Context: an optimization exercise on an open-source flow, tuned for small area. The choices shown serve that exercise and are no tape-out recipe. In this exercise RTL edits were held to simulation tests only and were not proved equivalent to the original. Power and IR drop assume default switching activity.

==> flow/design.v (excerpt) <==
module regAluTop (
	input logic clk,
	input logic rstN,
	input logic [regAluPkg::swW-1:0] dataIn,
	input logic ldReg,
	input logic ldSetup,
	input logic ldImm,
	input logic ldInst,
	input logic resultReady,
	output logic resultValid,
	output regAluPkg::aluResult_t result,
	output logic [6:0] seg3,
	output logic [6:0] seg2,
	output logic [6:0] seg1,
	output logic [6:0] seg0
);
Settings: LEC_CHECK=0, CAP_MARGIN=10, CORE_MARGIN=2, CORE_UTILIZATION=50, SETUP_SLACK_MARGIN=0.2, SLEW_MARGIN=10, SYNTH_HIERARCHICAL=1; clock period 7.0 ns.
standard.sh (not shown) runs the stock make flow with config.mk's settings and CLKGATE_MAP_FILE= SYNTH_SCRIPT=/design/flow/synth_recipe.tcl, a recipe that flattens the netlist after the stock synthesis.
==> flow/flow/run.sh <==
#!/bin/bash
# Own layout flow: the standard synthesis, its combinational gates mapped
# again by ABC for area (every register keeps its cell and instance name),
# then the standard layout steps on that netlist. Each tool's output
# goes to a log file of its own in this folder.
set -euo pipefail
R=orfs/results/${FLOW_PLATFORM}/regAluTop/base
LIB=$FLOW_HOME/platforms/${FLOW_PLATFORM}/lib/sky130_fd_sc_hd__tt_025C_1v80.lib

# 1. Standard synthesis (the check's own)
bash standard.sh synth > flow_1_synth.log 2>&1
cp "$R/1_2_yosys.v" std_synth.v

# 2. Area re-mapping of the gates between the registers
LIB="$LIB" IN=std_synth.v OUT=remapped.v ABC_SCRIPT=flow/remap.abc \
	yosys -c flow/remap.tcl > flow_2_remap.log 2>&1
cp remapped.v "$R/1_2_yosys.v"

# 3. Standard layout from that netlist: small port buffers, clock tree
#    without dummy loads
export BUFFER_PORTS_ARGS="-buffer_cell sky130_fd_sc_hd__buf_1"
export CTS_ARGS="-sink_clustering_enable -repair_clock_nets -dont_use_dummy_load -buf_list {sky130_fd_sc_hd__clkbuf_4} -sink_clustering_size 8 -sink_clustering_max_diameter 50"
bash standard.sh finish > flow_3_layout.log 2>&1
==> flow/flow/remap.abc <==
strash
&get -n
&dch
&nf -R 2000 -C 32
&dch
&nf -R 2000 -C 32
&put
Other scripts of this flow, unchanged in this note and not shown: flow/flow/remap.tcl
Then changed:
--- a/flow/flow/run.sh
+++ b/flow/flow/run.sh
@@ -22 +22 @@
-export CTS_ARGS="-sink_clustering_enable -repair_clock_nets -dont_use_dummy_load -buf_list {sky130_fd_sc_hd__clkbuf_4} -sink_clustering_size 8 -sink_clustering_max_diameter 50"
+export CTS_ARGS="-sink_clustering_enable -repair_clock_nets -dont_use_dummy_load -buf_list {sky130_fd_sc_hd__clkbuf_8} -sink_clustering_size 16 -sink_clustering_max_diameter 60"
- CORE_UTILIZATION: 50 -> 62
- PLACE_DENSITY: not set -> 0.72
- SETUP_SLACK_MARGIN: 0.2 -> not set
What happened: Routed wire length came out lower by 5.1%. Flip-flop and latch count stays the same. First-iteration DRC count rises by 25%. Utilization is higher by 13 points. Final area came out lower by 1.1%. Count of clock-buffer cells in the layout is lower by 24. Total power fell by 0.39%. Final cell count goes down by 5.6%. Sequential share of layout area is higher by 0.49 points.
Then changed:
==> flow/flow/remap.abc (replaced) <==
strash
&get -n
&dch
&nf -R 1000
&put
- CAP_MARGIN: 10 -> 20
- CORE_UTILIZATION: 62 -> 55
- PLACE_DENSITY: 0.72 -> 0.65
- SLEW_MARGIN: 10 -> 20
- via count hardly moves
- cell area grows by 2.1%
- total power grows by 35%
- area after synthesis grows by 0.79%
Then changed:
--- a/flow/flow/run.sh
+++ b/flow/flow/run.sh
@@ -22 +22 @@
-export CTS_ARGS="-sink_clustering_enable -repair_clock_nets -dont_use_dummy_load -buf_list {sky130_fd_sc_hd__clkbuf_8} -sink_clustering_size 16 -sink_clustering_max_diameter 60"
+export CTS_ARGS="-sink_clustering_enable -repair_clock_nets -dont_use_dummy_load -buf_list {sky130_fd_sc_hd__clkbuf_4} -sink_clustering_size 8 -sink_clustering_max_diameter 50"
- CORE_UTILIZATION: 55 -> 45
- PLACE_DENSITY: 0.65 -> not set
What happened:
- The changed run ran to the end with no violations
- critical path depth is lower by 1
- global-route usage drops by 5.5 points
- core utilization fell by 11 points
- non-clock buffer count goes down by 6
- wire length climbs by a few percent
- hold slack degrades by 11 ps
- via count fell slightly
Then changed:
==> flow/flow/remap.abc (replaced) <==
strash
&get -n
&dch
&nf -R 2000 -C 32
&dch
&nf -R 2000 -C 32
&put
- CORE_UTILIZATION: 45 -> 50
- SETUP_SLACK_MARGIN: not set -> 0.2
Final cell count decreases by about 3%.
Total power decreases by about 25%.
Via count shrinks by about 0.74%.
Setup slack gains 900 ps.
Non-clock buffer count rises by 7.
Critical path depth falls by 8.

-- afterwards: timing with drivers on the ports --
The flow's constraints put no driver on any port. The routed layouts listed below were extracted and timed again, unchanged, in two steps.
Step 1 sets driving cells, clkbuf_16 on the clock port and buf_2 on the other inputs (assumed; they add their load-dependent delay and slew).
Step 2 adds t to the input delays and takes it off the output delays; t is the mean of the earliest and latest rising clock arrival at the registers after step 1. Input paths then give back, and output paths get back, about the clock's delay inside the block.
Three values: no drivers, after step 1, after step 2; two values: the first two.
| run | t, ns | slack for setup (ns) | latest minus earliest clock arrival (ns) | slew at the worst register clock pin (ns) | worst slew at a driven data input, ns |
|---|---|---|---|---|---|
| the first run | 0.817 | 1.213 / 1.213 / 1.213 | 0.080 / 0.080 | 0.10 / 0.10 | 0.04 |
| the second run | 0.645 | 1.404 / 1.404 / 1.404 | 0.097 / 0.096 | 0.10 / 0.10 | 0.03 |
| the third run | 0.569 | 0.550 / 0.550 / 0.550 | 0.117 / 0.117 | 0.10 / 0.10 | 0.04 |
| the fourth run | 0.822 | 0.352 / 0.352 / 0.352 | 0.127 / 0.127 | 0.10 / 0.10 | 0.03 |
| the fifth run | 0.809 | 1.252 / 1.252 / 1.252 | 0.072 / 0.072 | 0.10 / 0.10 | 0.04 |
After both steps every run listed still meets setup and hold.
